Context: an optimization exercise on an open-source flow, tuned for small area, a short achievable clock period and few clock cycles per item. The choices shown serve that exercise and are no tape-out recipe. In this exercise RTL edits were held to simulation tests only and were not proved equivalent to the original.

## before
## variable_adjust_chain_alu
module variable_adjust_chain_alu
(
    input  logic                clk,
    input  logic                rst_n,
    input  logic                in_valid,
    output logic                in_ready,
    input  logic [173:0]        in_data_bits,
    output logic                out_valid,
    input  logic                out_ready,
    output logic [32:0]         out_data_bits
);
For scale: about 3600 cells after synthesis, about 200 flip-flops, roughly 210 I/O pins, roughly 22000 um2 of cells after synthesis.
clock: 7.0 ns
lec_check: 0
abc_area: 1
cap_margin: 20
core_margin: 2
core_utilization: 35
place_density: 0.6
setup_slack_margin: 2.5
slew_margin: 20
run.sh (not shown) runs the stock make flow with config.mk's settings and CLKGATE_MAP_FILE= SYNTH_SCRIPT=/design/flow/synth_recipe.tcl, a recipe that flattens the netlist after the stock synthesis.
before completed; timing, DRC and antenna clean
Testbench counts of before, summed over its fixed seeds: cycles 24,882, items 3,200.
What after does differently from before at the input level:
-- flow/design.v --
<<< before, line 56
    logic [4:0]  cnt_reg;
    logic        neg_reg, wrem_reg, phase_reg, mul_reg, dz_reg, sd_reg, sgn_reg;
    logic        byte_q, word_q, kdiv_q, kmod_q;
    logic        div_q, sgn_q, rem_q, mul_q, max_q, csgn_q, sub_q;
    assign out_valid     = outv_reg;
>>> after, line 56
    logic [4:0]  cnt_reg;
    logic        neg_reg, wrem_reg, phase_reg, mul_reg, dz_reg, sd_reg, sgn_reg;
    logic        byte_q, word_q, kdiv_q, kmod_q, dzin_q;
    logic        div_q, sgn_q, rem_q, mul_q, max_q, csgn_q, sub_q;
    assign out_valid     = outv_reg;
<<< before, line 141
    assign accept   = in_valid && in_ready;
    assign done     = is_final && out_free;
    function logic [31:0] rev32(input logic [31:0] v);
        logic [31:0] r;
>>> after, line 141
    assign accept   = in_valid && in_ready;
    assign done     = is_final && out_free;
    logic [31:0] f_dext;
    always_comb
    begin
        if (f_kind == ADJ_DIV)
            f_dext = sext_size(f_divmod, f_size == SZ_BYTE, f_size == SZ_WORD);
        else
            f_dext = f_divmod & {{16{f_size[1]}}, {8{f_size != SZ_BYTE}}, 8'hFF};
    end
    function logic [31:0] rev32(input logic [31:0] v);
        logic [31:0] r;
<<< before, line 263
        else if (s_add)
        begin
            state_next[S_ALIGN] = kdiv_q || kmod_q;
            state_next[S_ALU]   = !(kdiv_q || kmod_q);
        end
        else if (s_align)
>>> after, line 271
        else if (s_add)
        begin
            state_next[S_ALIGN] = (kdiv_q || kmod_q) && !dzin_q;
            state_next[S_ALU]   = !(kdiv_q || kmod_q) || dzin_q;
        end
        else if (s_align)
<<< before, line 339
            r_reg    <= sext_size(f_add, f_size == SZ_BYTE, f_size == SZ_WORD);
            d_reg    <= f_divmod;
            op_reg   <= f_op;
            byte_q   <= (f_size == SZ_BYTE);
>>> after, line 347
            r_reg    <= sext_size(f_add, f_size == SZ_BYTE, f_size == SZ_WORD);
            d_reg    <= f_divmod;
            dzin_q   <= (f_dext == 32'd0);
            op_reg   <= f_op;
            byte_q   <= (f_size == SZ_BYTE);
<<< before, line 359
            begin
                x_reg     <= m_sum[31:0];
                d_reg     <= ng_out;
                sd_reg    <= nd_s;
>>> after, line 368
            begin
                x_reg     <= m_sum[31:0];
                if ((kdiv_q || kmod_q) && dzin_q)
                begin
                    x_reg  <= 32'd0;
                    dz_reg <= 1'b1;
                end
                d_reg     <= ng_out;
                sd_reg    <= nd_s;
==> run notes <==
- after: PASS, flow complete, no timing, DRC or antenna violations
- On number of standard cells in the layout, taps in and fillers out, the lower figure sits with before, not after.
- Diff before -> after: fraction of met2 tracks used by global routing grew by 0.54 points, wire length after detailed routing went up, total met2 wirelength after detailed routing increased about 3.3%, routed length per placed instance now sits higher.
- after vs before — finished layout cell area climbed slightly
- The setup slack of after is larger than that of before.
Testbench counts of after, summed over its fixed seeds: cycles 24,490, items 3,200.

---

The RTL this note starts from:
==> flow/design.v <==
`timescale 1ns / 1ps
package vaca_pkg;
    localparam logic [1:0] ADJ_NONE = 2'd0;
    localparam logic [1:0] ADJ_DIV  = 2'd1;
    localparam logic [1:0] ADJ_MOD  = 2'd2;
    localparam logic [1:0] ADJ_ADD  = 2'd3;
    localparam logic [3:0] OP_ADD   = 4'd0;
    localparam logic [3:0] OP_SUB   = 4'd1;
    localparam logic [3:0] OP_SMIN  = 4'd2;
    localparam logic [3:0] OP_SMAX  = 4'd3;
    localparam logic [3:0] OP_UMIN  = 4'd4;
    localparam logic [3:0] OP_UMAX  = 4'd5;
    localparam logic [3:0] OP_SDIV  = 4'd6;
    localparam logic [3:0] OP_SMOD  = 4'd7;
    localparam logic [3:0] OP_UDIV  = 4'd8;
    localparam logic [3:0] OP_UMOD  = 4'd9;
    localparam logic [3:0] OP_MUL   = 4'd10;
    localparam logic [3:0] OP_AND   = 4'd11;
    localparam logic [3:0] OP_OR    = 4'd12;
    localparam logic [3:0] OP_XOR   = 4'd13;
    localparam logic [1:0] SZ_BYTE  = 2'd0;
    localparam logic [1:0] SZ_WORD  = 2'd1;
    localparam int S_ADD   = 0;    
    localparam int S_ALIGN = 1;    
    localparam int S_ITER  = 2;    
    localparam int S_FIX   = 3;    
    localparam int S_ALU   = 4;    
endpackage
`timescale 1ns / 1ps
import vaca_pkg::*;
module variable_adjust_chain_alu
(
    input  logic                clk,
    input  logic                rst_n,
    input  logic                in_valid,
    output logic                in_ready,
    input  logic [173:0]        in_data_bits,
    output logic                out_valid,
    input  logic                out_ready,
    output logic [32:0]         out_data_bits
);
    logic [31:0] f_value, f_mask, f_add, f_divmod, f_start;
    logic [4:0]  f_shift;
    logic [1:0]  f_kind, f_size;
    logic [3:0]  f_op;
    logic        f_chain;
    assign {f_value, f_shift, f_mask, f_add, f_divmod, f_kind, f_op, f_size, f_chain, f_start} = in_data_bits;
    logic [4:0]  state_reg, state_next;
    logic [31:0] acc_reg;
    logic        outv_reg;
    logic [31:0] out_r_reg;
    logic        out_dz_reg;
    logic [31:0] x_reg, r_reg, d_reg;
    logic [3:0]  op_reg;
    logic [4:0]  cnt_reg;
    logic        neg_reg, wrem_reg, phase_reg, mul_reg, dz_reg, sd_reg, sgn_reg;
    logic        byte_q, word_q, kdiv_q, kmod_q;
    logic        div_q, sgn_q, rem_q, mul_q, max_q, csgn_q, sub_q;
    assign out_valid     = outv_reg;
    assign out_data_bits = {out_r_reg, out_dz_reg};
    logic s_idle, s_add, s_align, s_iter, s_fix, s_alu;
    assign s_add   = state_reg[S_ADD];
    assign s_align = state_reg[S_ALIGN];
    assign s_iter  = state_reg[S_ITER];
    assign s_fix   = state_reg[S_FIX];
    assign s_alu   = state_reg[S_ALU];
    assign s_idle  = (state_reg == 5'd0);
    function logic [31:0] sext_size(input logic [31:0] v, input logic is_byte, input logic is_word);
        logic [31:0] s;
        if (is_byte)
            s = {{24{v[7]}}, v[7:0]};
        else if (is_word)
            s = {{16{v[15]}}, v[15:0]};
        else
            s = v;
        sext_size = s;
    endfunction
    function logic [31:0] cneg(input logic [31:0] v, input logic s);
        logic [31:0] y;
        logic        seen;
        seen = 1'b0;
        for (int i = 0; i < 32; i++)
        begin
            y[i] = v[i] ^ (s & seen);
            seen = seen | v[i];
        end
        cneg = y;
    endfunction
    function logic [5:0] lzc(input logic [31:0] v);
        logic [5:0] z;
        z = 6'd32;
        for (int i = 0; i < 32; i++)
            if (v[i]) z = 6'(31 - i);
        lzc = z;
    endfunction
    logic [31:0] msk;
    logic        narrow, op_simple;
    logic        is_final, out_free, accept, done;
    always_comb
    begin
        narrow    = byte_q || word_q;
        msk       = {{16{!narrow}}, {8{!byte_q}}, 8'hFF};
        op_simple = !div_q && !mul_q;
    end
    assign is_final = (s_alu && op_simple) || (s_fix && phase_reg);
    assign out_free = !outv_reg || out_ready;
    assign in_ready = s_idle || (is_final && !outv_reg);
    assign accept   = in_valid && in_ready;
    assign done     = is_final && out_free;
    logic [31:0] in_shifted;
    assign in_shifted = $signed(f_value) >>> f_shift;
    logic [31:0] a_val, b_val, a_op, b_op;
    logic        a_top, b_top;
    always_comb
    begin
        a_val = acc_reg & msk;
        b_val = x_reg & msk;
        a_op  = csgn_q ? sext_size(a_val, byte_q, word_q) : a_val;
        b_op  = csgn_q ? sext_size(b_val, byte_q, word_q) : b_val;
        a_top = csgn_q & a_op[31];
        b_top = csgn_q & b_op[31];
    end
    logic [32:0] aux_sum;
    assign aux_sum = {a_top, a_op} + ({b_top, b_op} ^ {33{sub_q}}) + {32'd0, sub_q && !max_q};
    logic        pick_a;
    logic [31:0] alu_res;
    always_comb
    begin
        pick_a = aux_sum[32] ^ max_q;
        case (op_reg)
            OP_ADD, OP_SUB:                     alu_res = aux_sum[31:0];
            OP_SMIN, OP_SMAX, OP_UMIN, OP_UMAX: alu_res = pick_a ? a_val : b_val;
            OP_AND:                             alu_res = a_val & b_val;
            OP_OR:                              alu_res = a_val | b_val;
            OP_XOR:                             alu_res = a_val ^ b_val;
            default:                            alu_res = b_val;
        endcase
    end
    logic [31:0] ng_in, ng_out, dext;
    logic        ng_s, nx_s, nd_s;
    always_comb
    begin
        dext = kdiv_q ? sext_size(d_reg, byte_q, word_q) : (d_reg & msk);
        nx_s = sgn_reg && x_reg[31];
        nd_s = s_alu ? b_top : (kdiv_q && dext[31]);
        if (s_add)
        begin
            ng_in = dext;
            ng_s  = nd_s;
        end
        else if (s_alu)
        begin
            ng_in = b_op;
            ng_s  = nd_s;
        end
        else if (s_fix)
        begin
            ng_in = wrem_reg ? r_reg : x_reg;
            ng_s  = neg_reg;
        end
        else
        begin
            ng_in = x_reg;
            ng_s  = nx_s;
        end
        ng_out = cneg(ng_in, ng_s);
    end
    logic [5:0]  lz_p, lz_n, lz_d, lz_x, k_full;
    logic        no_iter, d_zero;
    always_comb
    begin
        lz_p    = lzc(x_reg);
        lz_n    = lzc(~x_reg);
        lz_d    = lzc(d_reg);
        lz_x    = nx_s ? (lz_n - 6'd1) : lz_p;
        no_iter = (lz_x > lz_d);
        k_full  = lz_d - lz_x;
        d_zero  = (d_reg == 32'd0);
    end
    logic [31:0] m_add;
    logic [32:0] m_sum;
    logic        ge;
    always_comb
    begin
        m_add = mul_reg ? (x_reg & {32{d_reg[0] || s_add}}) : ~d_reg;
        m_sum = {1'b0, r_reg} + {1'b0, m_add} + {32'd0, !mul_reg};
        ge    = m_sum[32];
    end
    logic        b_zero;
    assign b_zero = (b_val == 32'd0);
    logic        take, iter_end;
    assign take     = accept;
    assign iter_end = mul_reg ? (d_reg[31:1] == 31'd0) : (cnt_reg == 5'd0);
    always_comb
    begin
        state_next = '0;
        if (s_idle || done)
        begin
            state_next[S_ADD] = take && (f_kind != ADJ_NONE);
            state_next[S_ALU] = take && (f_kind == ADJ_NONE);
        end
        else if (s_add)
        begin
            state_next[S_ALIGN] = kdiv_q || kmod_q;
            state_next[S_ALU]   = !(kdiv_q || kmod_q);
        end
        else if (s_align)
        begin
            state_next[S_FIX]  = d_zero || (no_iter && phase_reg);
            state_next[S_ALU]  = !d_zero && no_iter && !phase_reg;
            state_next[S_ITER] = !d_zero && !no_iter;
        end
        else if (s_iter)
        begin
            state_next[S_ITER] = !iter_end;
            state_next[S_ALU]  = iter_end && !phase_reg && !wrem_reg && !neg_reg;
            state_next[S_FIX]  = iter_end && (phase_reg || wrem_reg || neg_reg);
        end
        else if (s_fix)
        begin
            state_next[S_ALU] = !phase_reg;
            state_next[S_FIX] = phase_reg;
        end
        else
        begin
            state_next[S_ITER]  = mul_q;
            state_next[S_FIX]   = div_q && b_zero;
            state_next[S_ALIGN] = div_q && !b_zero;
            state_next[S_ALU]   = op_simple;
        end
    end
    always_ff @(posedge clk or negedge rst_n)
    begin
        if (!rst_n)
            state_reg <= '0;
        else
            state_reg <= state_next;
    end
    logic [31:0] res_val;
    assign res_val = (s_fix ? ng_out : alu_res) & msk;
    always_ff @(posedge clk or negedge rst_n)
    begin
        if (!rst_n)
        begin
            acc_reg  <= 32'd0;
            outv_reg <= 1'b0;
        end
        else
        begin
            if (accept && f_chain)
                acc_reg <= f_start;
            else if (done)
                acc_reg <= res_val;
            if (done)
                outv_reg <= 1'b1;
            else if (out_ready)
                outv_reg <= 1'b0;
        end
    end
    always_ff @(posedge clk)
    begin
        if (done)
        begin
            out_r_reg  <= res_val;
            out_dz_reg <= dz_reg;
        end
    end
    always_ff @(posedge clk)
    begin
        if (in_ready)
        begin
            x_reg    <= in_shifted & f_mask;
            r_reg    <= sext_size(f_add, f_size == SZ_BYTE, f_size == SZ_WORD);
            d_reg    <= f_divmod;
            op_reg   <= f_op;
            byte_q   <= (f_size == SZ_BYTE);
            word_q   <= (f_size == SZ_WORD);
            kdiv_q   <= (f_kind == ADJ_DIV);
            kmod_q   <= (f_kind == ADJ_MOD);
            div_q    <= (f_op == OP_SDIV) || (f_op == OP_SMOD) || (f_op == OP_UDIV) || (f_op == OP_UMOD);
            sgn_q    <= (f_op == OP_SDIV) || (f_op == OP_SMOD);
            rem_q    <= (f_op == OP_SMOD) || (f_op == OP_UMOD);
            mul_q    <= (f_op == OP_MUL);
            max_q    <= (f_op == OP_SMAX) || (f_op == OP_UMAX);
            csgn_q   <= (f_op == OP_SMIN) || (f_op == OP_SMAX) || (f_op == OP_SDIV) || (f_op == OP_SMOD);
            sub_q    <= (f_op != OP_ADD);
            mul_reg  <= 1'b1;      
            dz_reg   <= 1'b0;
        end
        else
        begin
            if (s_add)
            begin
                x_reg     <= m_sum[31:0];
                d_reg     <= ng_out;
                sd_reg    <= nd_s;
                sgn_reg   <= kdiv_q || narrow;
                wrem_reg  <= kmod_q;
                phase_reg <= 1'b0;
                mul_reg   <= 1'b0;
            end
            if (s_align)
            begin
                if (d_zero || !(no_iter && wrem_reg && !phase_reg))
                    x_reg <= 32'd0;
                d_reg   <= d_reg << k_full[4:0];
                cnt_reg <= k_full[4:0];
                if (d_zero)
                begin
                    dz_reg  <= 1'b1;
                    r_reg   <= 32'd0;
                    neg_reg <= 1'b0;
                end
                else
                begin
                    r_reg   <= ng_out;
                    neg_reg <= wrem_reg ? nx_s : (nx_s ^ sd_reg);
                end
            end
            if (s_iter)
            begin
                d_reg   <= {1'b0, d_reg[31:1]};
                cnt_reg <= cnt_reg - 5'd1;
                if (mul_reg)
                begin
                    r_reg <= m_sum[31:0];
                    x_reg <= {x_reg[30:0], 1'b0};
                end
                else
                begin
                    if (ge)
                        r_reg <= m_sum[31:0];
                    x_reg <= {x_reg[30:0], ge};
                end
            end
            if (s_fix && !phase_reg)
                x_reg <= ng_out;
            if (s_alu && !op_simple)
            begin
                phase_reg <= 1'b1;
                mul_reg   <= mul_q;
                wrem_reg  <= rem_q || mul_q;
                sgn_reg   <= sgn_q;
                sd_reg    <= nd_s;
                x_reg     <= a_op;
                d_reg     <= ng_out;
                if (mul_q)
                begin
                    r_reg   <= 32'd0;
                    neg_reg <= 1'b0;
                end
                else if (b_zero)
                begin
                    dz_reg  <= 1'b1;
                    r_reg   <= 32'd0;
                    x_reg   <= 32'd0;
                    neg_reg <= 1'b0;
                end
            end
        end
    end
endmodule
clock: 7.0 ns
lec_check: 0
cap_margin: 20
core_margin: 2
core_utilization: 40
place_density: 0.6
setup_slack_margin: 2.5
slew_margin: 20
tns_end_percent: 5
Testbench counts at the start, summed over its fixed seeds: cycles 26,315, items 3,200.
Change:
--- a/flow/design.v
+++ b/flow/design.v
@@ -26,4 +26,5 @@
     localparam int S_FIX   = 3;    
     localparam int S_ALU   = 4;    
+    localparam int S_SHL   = 5;    
 endpackage
 `timescale 1ns / 1ps
@@ -46,5 +47,5 @@
     logic        f_chain;
     assign {f_value, f_shift, f_mask, f_add, f_divmod, f_kind, f_op, f_size, f_chain, f_start} = in_data_bits;
-    logic [4:0]  state_reg, state_next;
+    logic [5:0]  state_reg, state_next;
     logic [31:0] acc_reg;
     logic        outv_reg;
@@ -59,5 +60,5 @@
     assign out_valid     = outv_reg;
     assign out_data_bits = {out_r_reg, out_dz_reg};
-    logic s_idle, s_add, s_align, s_iter, s_fix, s_alu;
+    logic s_idle, s_add, s_align, s_iter, s_fix, s_alu, s_shl;
     assign s_add   = state_reg[S_ADD];
     assign s_align = state_reg[S_ALIGN];
@@ -65,5 +66,6 @@
     assign s_fix   = state_reg[S_FIX];
     assign s_alu   = state_reg[S_ALU];
-    assign s_idle  = (state_reg == 5'd0);
+    assign s_shl   = state_reg[S_SHL];
+    assign s_idle  = (state_reg == 6'd0);
     function logic [31:0] sext_size(input logic [31:0] v, input logic is_byte, input logic is_word);
         logic [31:0] s;
@@ -209,5 +211,9 @@
             state_next[S_FIX]  = d_zero || (no_iter && phase_reg);
             state_next[S_ALU]  = !d_zero && no_iter && !phase_reg;
-            state_next[S_ITER] = !d_zero && !no_iter;
+            state_next[S_SHL]  = !d_zero && !no_iter;
+        end
+        else if (s_shl)
+        begin
+            state_next[S_ITER] = 1'b1;
         end
         else if (s_iter)
@@ -304,5 +310,4 @@
                 if (d_zero || !(no_iter && wrem_reg && !phase_reg))
                     x_reg <= 32'd0;
-                d_reg   <= d_reg << k_full[4:0];
                 cnt_reg <= k_full[4:0];
                 if (d_zero)
@@ -318,4 +323,6 @@
                 end
             end
+            if (s_shl)
+                d_reg <= d_reg << cnt_reg;
             if (s_iter)
             begin
Outcome:
- synthesized cell count does not change
- cell area falls by 1.2%
- die area hardly moves
- routed wire length falls by 4.5%
- global-route usage falls by 2.4 points
- register-to-register slack gets better by 0.17 ns
- area after synthesis is about the same
- cell count barely changes
- maximum frequency rises by 3.2%
Testbench counts after the change, summed over its fixed seeds: cycles 27,436, items 3,200.

re-timing with driven ports:
In the flow no input, the clock included, has a driving cell. The finished layouts below were timed again as built, in two steps. Step 1 (the two cells are an assumption about what drives the block):
set clk [get_ports {clk}]
set_driving_cell -lib_cell sky130_fd_sc_hd__clkbuf_16 $clk
set_driving_cell -lib_cell sky130_fd_sc_hd__buf_2 [delete_from_list [all_inputs] $clk]
Step 2 also shifts input and output timing later by t, the mid clock arrival at the registers, as if the neighbouring blocks saw the same clock. Three values: no drivers, after step 1, after step 2; two values: the first two.
run	t (ns)	slack for setup (ns)	hold slack, ns	worst register clock-pin slew, ns
before	0.581	2.550 / 2.550 / 2.074	0.446 / 0.446 / 0.446	0.09 / 0.09
after	0.591	2.565 / 2.565 / 2.117	0.454 / 0.454 / 0.454	0.10 / 0.10
the first run of note 2	0.586	2.035 / 2.035 / 2.035	0.487 / 0.487 / 0.487	0.10 / 0.10
the second run of note 2	0.601	2.188 / 2.122 / 2.196	0.538 / 0.538 / 0.538	0.10 / 0.10
After both steps setup and hold are still met in every run listed. The setup slack of before, which loses most, moves by 0.000 ns with the drivers and by -0.476 ns with both steps.
